This design comes from an exercise in tuning for small area on the open sky130 flow, not from production work. At most, simulation tests tie the RTL to the original design; equivalence was not proved. Power and IR drop assume default switching activity.

// ex_mem_top
module ex_mem_top (
   input  logic        CLK,
   input  logic        nRST,
   input  logic [3:0]  aluop,
   input  logic [31:0] porta,
   input  logic [31:0] portb,
   input  logic [31:0] imm,
   input  logic [31:0] pcn,
   input  logic [1:0]  br_kind,
   input  logic [1:0]  memtoreg,
   input  logic        regwrite,
   input  logic        memread,
   input  logic        memwrite,
   input  logic        halt,
   input  logic [4:0]  dest,
   output logic        ex_ready,
   output logic        branch_taken,
   output logic [31:0] branch_target,
   output logic        cyc,
   output logic        stb,
   output logic        we,
   output logic [31:0] adr,
   output logic [31:0] wdata,
   output logic [3:0]  sel,
   input  logic [31:0] rdata,
   input  logic        ack,
   output logic        retire_valid,
   output logic        retire_regwrite,
   output logic        retire_halt,
   output logic [4:0]  retire_dest,
   output logic [31:0] retire_data
);
For scale: roughly 110 flip-flops, ~9400 µm² of cells after synthesis.
==> flow/config.mk <==
export PLATFORM = sky130hd
export DESIGN_NAME = ex_mem_top
export DESIGN_NICKNAME = ex_mem_top
export VERILOG_FILES = /design/flow/design.v
export SDC_FILE = /design/flow/constraint.sdc
export NUM_CORES = 4
export LEC_CHECK = 0
export CAP_MARGIN = 5
export CORE_MARGIN = 2
export CORE_UTILIZATION = 40
export GPL_TIMING_DRIVEN = 0
export SLEW_MARGIN = 5
==> flow/constraint.sdc <==
create_clock -name core_clock -period 7.5 [get_ports {CLK}]
set_input_delay 1.5000 -clock core_clock [delete_from_list [all_inputs] [get_ports {CLK}]]
set_output_delay 1.5000 -clock core_clock [all_outputs]
set_load 0.01 [all_outputs]
standard.sh (not shown) runs the stock make flow with config.mk's settings and CLKGATE_MAP_FILE= SYNTH_SCRIPT=/design/flow/synth_recipe.tcl, a recipe that flattens the netlist after the stock synthesis.
==> flow/flow/run.sh <==
#!/bin/bash
# The standard ORFS layout, except:
#  - synthesis maps the adders (kept as their own modules until the final flatten) with
#    abc_keep.script and the rest of the logic with the area-oriented abc.script;
#    registers, their names and all other synthesis steps are the standard flow's own
#  - every input and output port gets the smallest buffer, sky130_fd_sc_hd__buf_1
set -euo pipefail
here=$(pwd)
export MY_ABC_SCRIPT=$here/flow/abc.script
export MY_ABC_SCRIPT_KEEP=$here/flow/abc_keep.script
export BUFFER_PORTS_ARGS="-buffer_cell sky130_fd_sc_hd__buf_1"
bash standard.sh SYNTH_SCRIPT=$here/flow/synth.tcl "SYNTH_KEEP_MODULES=adder_alu adder_br" finish > orfs_make.log 2>&1
==> flow/flow/abc.script <==
strash
&get -n
&deepsyn -J 100
&put
dch -f
amap
topo
upsize -c
dnsize -c
stime -c
==> flow/flow/abc_keep.script <==
strash
&get -n
&nf
&put
topo
stime -c
==> flow/flow/synth.tcl <==
proc synth {args} { yosys synth -nofsm -noshare {*}$args }
if {[info exists ::env(MY_ABC_SCRIPT)] && $::env(MY_ABC_SCRIPT) ne ""} {
  proc abc {args} {
    set i [lsearch -exact $args -script]
    if {$i >= 0} { lset args [expr {$i + 1}] $::env(MY_ABC_SCRIPT) }
    if {[info exists ::env(SYNTH_KEEP_MODULES)] && $::env(SYNTH_KEEP_MODULES) ne ""} {
      set sargs $args
      if {$i >= 0} { lset sargs [expr {$i + 1}] [expr {[info exists ::env(MY_ABC_SCRIPT_KEEP)] ? $::env(MY_ABC_SCRIPT_KEEP) : "$::env(SCRIPTS_DIR)/abc_speed.script"}] }
      puts "abc speed on $::env(SYNTH_KEEP_MODULES)"
      yosys abc {*}$sargs {*}$::env(SYNTH_KEEP_MODULES)
      puts "abc with script $::env(MY_ABC_SCRIPT) on $::env(DESIGN_NAME)"
      yosys abc {*}$args $::env(DESIGN_NAME)
    } else {
      puts "abc with script $::env(MY_ABC_SCRIPT)"
      yosys abc {*}$args
    }
  }
}
source $::env(SCRIPTS_DIR)/synth.tcl
# left out here: clear keep_hierarchy, flatten, clean up, hide names made inside functions, write 1_2_yosys.v
Next try:
Settings changed: CAP_MARGIN 5 to 20, GPL_TIMING_DRIVEN 0 to default, SLEW_MARGIN 5 to 20.
Result:
- The changed run passed the timing, design-rule and antenna checks
- clock-buffer cell count is unchanged
- cell area barely changes
- die area stays the same
Next try:
Settings changed: CTS_BUF_LIST from default to sky130_fd_sc_hd__clkbuf_8 sky130_fd_sc_hd__clkbuf_16.
Effect: The new run finished with timing, DRC and antenna clean; power stays the same; count of clock-buffer cells in the layout stays the same; worst hold slack does not change; global-route usage is unchanged; cell area stays the same; utilization is unchanged; critical path depth stays the same.

The RTL this note starts from:
==> flow/design.v <==
`timescale 1ns/1ps
module prefix_bk #(parameter int N = 32) (
   input  logic [N-1:0] g,
   input  logic [N-1:0] p,
   input  logic         ci,
   output logic [N-1:0] c
);
   localparam int K = (N > 16) ? 5 : (N > 8) ? 4 : (N > 4) ? 3 : (N > 2) ? 2 : 1;
   localparam int T = 2 * K - 1;           
   logic [N-1:0] gl [T+1];
   logic [N-1:0] pl [T+1];
   assign gl[0] = {g[N-1:1], g[0] | (p[0] & ci)};
   assign pl[0] = p;
   for (genvar t = 0; t < T; t++) begin : lvl
      localparam int D = (t < K) ? (1 << t) : (1 << (T - 1 - t));
      for (genvar i = 0; i < N; i++) begin : node
         localparam bit UP = (t < K) && ((i + 1) % (2 * D) == 0);
         localparam bit DN = (t >= K) && ((i + 1) % (2 * D) == D) && (i + 1 >= 3 * D);
         if (UP || DN) begin : op
            assign gl[t+1][i] = gl[t][i] | (pl[t][i] & gl[t][i-D]);
            assign pl[t+1][i] = pl[t][i] & pl[t][i-D];
         end else begin : pass
            assign gl[t+1][i] = gl[t][i];
            assign pl[t+1][i] = pl[t][i];
         end
      end
   end
   assign c = gl[T];
endmodule
module adder_alu (
   input  logic [31:0] p,
   input  logic [31:0] g,
   input  logic        ci,
   output logic [31:0] ca,
   output logic        co
);
   logic [31:0] c;
   prefix_bk #(32) u (.g(g), .p(p), .ci(ci), .c(c));
   assign ca = {c[30:0], ci};
   assign co = c[31];
endmodule
module adder_br (
   input  logic [31:0] pcn,
   input  logic [31:0] imm,
   output logic [31:0] target
);
   logic [29:0] p, g, c;
   assign p = pcn[31:2] ^ imm[29:0];
   assign g = pcn[31:2] & imm[29:0];
   prefix_bk #(30) u (.g(g), .p(p), .ci(1'b0), .c(c));
   assign target = {p ^ {c[28:0], 1'b0}, pcn[1:0]};
endmodule
`timescale 1ns/1ps
module ex_mem_top (
   input  logic        CLK,
   input  logic        nRST,
   input  logic [3:0]  aluop,
   input  logic [31:0] porta,
   input  logic [31:0] portb,
   input  logic [31:0] imm,
   input  logic [31:0] pcn,
   input  logic [1:0]  br_kind,
   input  logic [1:0]  memtoreg,
   input  logic        regwrite,
   input  logic        memread,
   input  logic        memwrite,
   input  logic        halt,
   input  logic [4:0]  dest,
   output logic        ex_ready,
   output logic        branch_taken,
   output logic [31:0] branch_target,
   output logic        cyc,
   output logic        stb,
   output logic        we,
   output logic [31:0] adr,
   output logic [31:0] wdata,
   output logic [3:0]  sel,
   input  logic [31:0] rdata,
   input  logic        ack,
   output logic        retire_valid,
   output logic        retire_regwrite,
   output logic        retire_halt,
   output logic [4:0]  retire_dest,
   output logic [31:0] retire_data
);
   logic        mem_q;      
   logic        squash_q;   
   logic        bubble_q;   
   logic        rw_q;       
   logic        halt_q;     
   logic        we_q;       
   logic [1:0]  mtr_q;      
   logic [4:0]  dest_q;
   logic [31:0] a_q;        
   logic [31:0] b_q;        
   logic [31:0] p_q;        
   logic        is_mem, sub, cout, slt, sltu, left;
   logic [31:0] alu_b, b_x, p0, g0, carry, x_mix, pre, sh_in, sh_out, result;
   assign is_mem = memread | memwrite;
   assign alu_b = is_mem ? imm : portb;
   assign sub = aluop[3] | (aluop[2:0] == 3'd1);
   assign b_x = alu_b ^ {32{sub}};
   assign p0 = porta ^ b_x;
   assign g0 = porta & b_x;
   adder_alu u_add (.p(p0), .g(g0), .ci(sub), .ca(carry), .co(cout));
   assign sltu = !cout;
   assign slt = sltu ^ porta[31] ^ alu_b[31];
   logic en_a, en_g, en_p, en_n;
   assign en_a = !aluop[2] & !aluop[1];
   assign en_g = !aluop[2] & aluop[1];
   assign en_p = !aluop[2] & aluop[1] & !aluop[0];
   assign en_n = aluop[2] & aluop[0];
   assign x_mix = (carry & {32{en_a}}) | (g0 & {32{en_g}}) | (p0 & {32{en_p}}) | (~g0 & {32{en_n}});
   assign pre = p0 ^ x_mix;
   assign left = !aluop[0];
   for (genvar i = 0; i < 32; i++) begin : g_rev
      assign sh_in[i] = left ? alu_b[31-i] : alu_b[i];
   end
   assign sh_out = sh_in >> porta[4:0];
   logic en_pre, en_sll, en_srl;
   assign en_pre = !aluop[3] & !(aluop[2] & aluop[1]);
   assign en_sll = !aluop[3] & aluop[2] & aluop[1] & !aluop[0];
   assign en_srl = !aluop[3] & aluop[2] & aluop[1] & aluop[0];
   for (genvar i = 0; i < 32; i++) begin : g_res
      if (i == 0) begin : lsb
         assign result[i] = (pre[i] & en_pre) | (sh_out[31-i] & en_sll) | (sh_out[i] & en_srl) |
                            (aluop[3] & (aluop[0] ? sltu : slt));
      end else begin : msb
         assign result[i] = (pre[i] & en_pre) | (sh_out[31-i] & en_sll) | (sh_out[i] & en_srl);
      end
   end
   logic eq, cond;
   assign eq = (p0 == {32{sub}});
   assign cond = (br_kind == 2'd3) || (br_kind == 2'd1 && eq) || (br_kind == 2'd2 && !eq);
   assign ex_ready = !mem_q;
   assign branch_taken = !mem_q && cond && !squash_q;
   adder_br u_br (.pcn(pcn), .imm(imm), .target(branch_target));
   always_ff @(posedge CLK, negedge nRST) begin
      if (!nRST) begin
         mem_q <= 1'b0;
         squash_q <= 1'b0;
         bubble_q <= 1'b1;
         rw_q <= 1'b0;
         halt_q <= 1'b0;
      end else if (mem_q) begin
         if (ack) mem_q <= 1'b0;
      end else begin
         mem_q <= is_mem && !squash_q;
         squash_q <= branch_taken;
         bubble_q <= 1'b0;
         rw_q <= regwrite && !squash_q;
         halt_q <= halt && !squash_q;
      end
   end
   always_ff @(posedge CLK) begin
      if (!mem_q) begin
         we_q <= memwrite;
         mtr_q <= memtoreg;
         dest_q <= dest;
         b_q <= portb;
         p_q <= pcn;
      end
   end
   always_ff @(posedge CLK) begin
      if (!mem_q) a_q <= result;
      else if (ack && mtr_q[0]) a_q <= rdata;
   end
   assign cyc = mem_q;
   assign stb = mem_q;
   assign we = we_q;
   assign adr = a_q;
   assign wdata = b_q;
   assign sel = 4'hf;
   assign retire_valid = !mem_q && !bubble_q;
   assign retire_regwrite = !mem_q && rw_q;
   assign retire_halt = !mem_q && halt_q;
   assign retire_dest = dest_q;
   assign retire_data = mtr_q[1] ? p_q : a_q;
endmodule
clock: 7.5 ns
lec_check: 0
cap_margin: 0
core_margin: 2
core_utilization: 40
slew_margin: 0
Scripts as last shown in full above: flow/flow/run.sh, flow/flow/abc.script, flow/flow/abc_keep.script, flow/flow/synth.tcl
The first run passed the timing, design-rule and antenna checks.
==> next run, changes <==
CAP_MARGIN = 20   (was 0)
CTS_CLUSTER_DIAMETER = 100   (was not set)
CTS_CLUSTER_SIZE = 30   (was not set)
SLEW_MARGIN = 20   (was 0)
After rerunning: Clock power barely changes. Routed wire length hardly moves. Combinational power hardly moves. Sequential share of layout area hardly moves.
==> next run, changes <==
CTS_CLUSTER_DIAMETER = 60   (was 100)
CTS_CLUSTER_SIZE = 24   (was 30)
Clock-buffer cell count stays the same.
Via count does not change.
Power is unchanged.
Final cell count is unchanged.

ex_mem_top, a different RTL version from the one above (not shown whole).
Size: roughly 1300 cells after synthesis, roughly 110 flip-flops, ~330 I/O pins, about 13000 µm² of cells after synthesis.
clock: 7.5 ns
lec_check: 0
cap_margin: 20
core_margin: 2
core_utilization: 40
slew_margin: 20
==> flow/flow/run.sh <==
#!/bin/bash
# Standard ORFS layout, with the smallest buffer on every input and output port.
set -euo pipefail
export BUFFER_PORTS_ARGS="-buffer_cell sky130_fd_sc_hd__buf_1"
export RECOVER_POWER=100
export REMOVE_ABC_BUFFERS=1
bash standard.sh finish > orfs_make.log 2>&1
The first run finished but fails on capacitance limit, slew limit.
Rerun with:
==> flow/flow/run.sh (replaced) <==
#!/bin/bash
# Standard ORFS layout, with the smallest buffer on every input and output port.
set -euo pipefail
export BUFFER_PORTS_ARGS="-buffer_cell sky130_fd_sc_hd__buf_1"
bash standard.sh finish > orfs_make.log 2>&1
The new run produced a clean layout; clock-buffer cell count falls by 4; via count is about the same; sequential power stays flat; design area rises by about 0.5%; critical path depth stays the same; core utilization rose by 0.25 points; routed wire length went up by 9.3%; cell count barely changes; maximum frequency rose by 1.4%; flip-flop and latch count does not change.
Rerun with:
==> flow/flow/run.sh (replaced) <==
#!/bin/bash
# The standard ORFS layout, except:
#  - synthesis maps the logic with an area-oriented ABC script (flow/abc.script);
#    registers, names and all other synthesis steps are the standard flow's own
#  - every input and output port gets the smallest buffer, sky130_fd_sc_hd__buf_1
set -euo pipefail
here=$(pwd)
export MY_ABC_SCRIPT=$here/flow/abc.script
export BUFFER_PORTS_ARGS="-buffer_cell sky130_fd_sc_hd__buf_1"
bash standard.sh SYNTH_SCRIPT=$here/flow/synth.tcl finish > orfs_make.log 2>&1
==> flow/flow/abc.script (new file) <==
strash
dc2
dch -f
amap
topo
upsize -c
dnsize -c
stime -c
==> flow/flow/synth.tcl (new file) <==
# The standard synthesis (synth_recipe.tcl), with ABC run on this folder's abc.script
proc synth {args} { yosys synth -nofsm -noshare {*}$args }
proc abc {args} {
  set i [lsearch -exact $args -script]
  if {$i >= 0} { lset args [expr {$i + 1}] $::env(MY_ABC_SCRIPT) }
  yosys abc {*}$args
}
source $::env(SCRIPTS_DIR)/synth.tcl
# left out here: clear keep_hierarchy, flatten, clean up, hide names made inside functions, write 1_2_yosys.v
=> The changed run completed, yet does not pass: setup timing. Cell count falls by about 1.1%. Clock skew fell by 0.0058 ns. First-iteration DRC count climbs by 6.3%. Maximum frequency drops by 15%. Synthesized area went down by 18%. Synthesized cell count falls by about 8%. Die area fell by about 18%. Via count is lower by 3.8%.
Rerun with:
==> flow/flow/abc.script (replaced) <==
strash
&get -n
&deepsyn -T 40
&put
dch -f
amap
topo
buffer -c
upsize -c
dnsize -c
stime -c
The new run finished with setup timing left; synthesized area drops by 1.6%; wire length drops by 1.1%; global-route usage drops by 0.18 points; via count drops by 2.6%; worst setup slack is better by 0.098 ns; hold slack stays flat; core utilization climbs by 1.3 points.
No functional check of the RTL was part of any run of this note.

== the reference run ==
Another version of the RTL of ex_mem_top (not shown whole).
For scale: roughly 110 flip-flops, about 330 I/O pins, roughly 13000 um2 of cells after synthesis.
Settings: LEC_CHECK=0, CAP_MARGIN=20, CORE_MARGIN=2, CORE_UTILIZATION=40, SLEW_MARGIN=20; clock period 7.5 ns.
run.sh (not shown) runs the stock make flow with config.mk's settings and CLKGATE_MAP_FILE= SYNTH_SCRIPT=/design/flow/synth_recipe.tcl, a recipe that flattens the netlist after the stock synthesis.
Stock flow here: none of the scripts above is used.
The final layout from the reference run, which completed every stage, passed the timing, design-rule and antenna checks at the end of the flow.
> inputs changed (the reference run -> the trial run)
==> flow/flow/run.sh (new file) <==
#!/bin/bash
# Standard ORFS layout, with the smallest buffer on every input and output port.
set -euo pipefail
export BUFFER_PORTS_ARGS="-buffer_cell sky130_fd_sc_hd__buf_1"
bash standard.sh finish > orfs_make.log 2>&1
==> flow/standard.sh (new file) <==
#!/bin/bash
# synth_recipe.tcl (not shown) runs the flow's synth.tcl, then flattens the netlist and writes it again
# the make line also repeats each setting of config.mk as NAME=value (left out here)
make -C /OpenROAD-flow-scripts/flow DESIGN_CONFIG=/design/flow/config.mk WORK_HOME=/design/flow/orfs CLKGATE_MAP_FILE= SYNTH_SCRIPT=/design/flow/synth_recipe.tcl "${@:-finish}"
removed: flow/run.sh
Results
In the trial run the clock share of power turned out 2.7 points higher than in the reference run.
Comparing the trial run with the reference run, the detailed-route vias per instance came out essentially unchanged.
Compared with the reference run, the trial run shows a lower critical path data arrival time.
Number of vias after detailed routing in the trial run vs the reference run: down 0.86%
Higher relative area of clock buffers and inverters in the final design goes to the trial run over the reference run.
The area of all placed cells without fillers in the reference run is 1.13 times that in the trial run.
Area occupied by multi-input gates delta (the trial run -> the reference run): insignificant
No functional check of the RTL was part of any run of this note.

-- separate check: timing with driven ports --
Ports are ideal in the flow. The routed layouts listed here were re-timed in OpenROAD.
Step 1 sets driving cells, clkbuf_16 on the clock port and buf_2 on the other inputs (assumed; they add their load-dependent delay and slew).
Step 2 times the ports against the registers' clock, not the clock port: input delays grow and output delays shrink by t, the midpoint of the rising clock arrivals with the driver on.
Slacks: ideal ports / drivers / drivers and shift; pairs: ideal ports / drivers.
| run | t, ns | slack for setup (ns) | worst hold slack (ns) | worst setup path after step 2 |
|---|---|---|---|---|
| the first run of note 1 | 0.401 | 0.339 / 0.317 / 0.317 | 0.489 / 0.489 / 0.489 | input to output |
| the second run of note 1 | 0.408 | 0.539 / 0.516 / 0.516 | 0.489 / 0.489 / 0.489 | input to output |
| the third run of note 1 | 0.408 | 0.539 / 0.516 / 0.516 | 0.489 / 0.489 / 0.489 | input to output |
| the first run of note 2 | 0.409 | 0.585 / 0.563 / 0.563 | 0.490 / 0.490 / 0.490 | input to output |
| the second run of note 2 | 0.408 | 0.539 / 0.516 / 0.516 | 0.489 / 0.489 / 0.489 | input to output |
| the third run of note 2 | 0.408 | 0.539 / 0.516 / 0.516 | 0.489 / 0.489 / 0.489 | input to output |
| the first run of note 3 | 0.424 | 0.607 / 0.582 / 0.582 | 0.508 / 0.508 / 0.508 | input to output |
| the second run of note 3 | 0.430 | 0.704 / 0.681 / 0.681 | 0.513 / 0.513 / 0.513 | input to output |
| the third run of note 3 | 0.416 | -0.502 / -0.553 / -0.553 | 0.492 / 0.492 / 0.492 | input to output |
| the fourth run of note 3 | 0.419 | -0.404 / -0.463 / -0.463 | 0.492 / 0.492 / 0.492 | input to output |
| the reference run | 0.433 | 0.793 / 0.771 / 0.771 | 0.485 / 0.485 / 0.485 | input to output |
| the trial run | 0.430 | 1.475 / 1.451 / 1.084 | 0.482 / 0.482 / 0.482 | input to register |
For the trial run, which loses most, drivers alone change the setup slack by -0.024 ns; drivers and shift together by -0.391 ns.
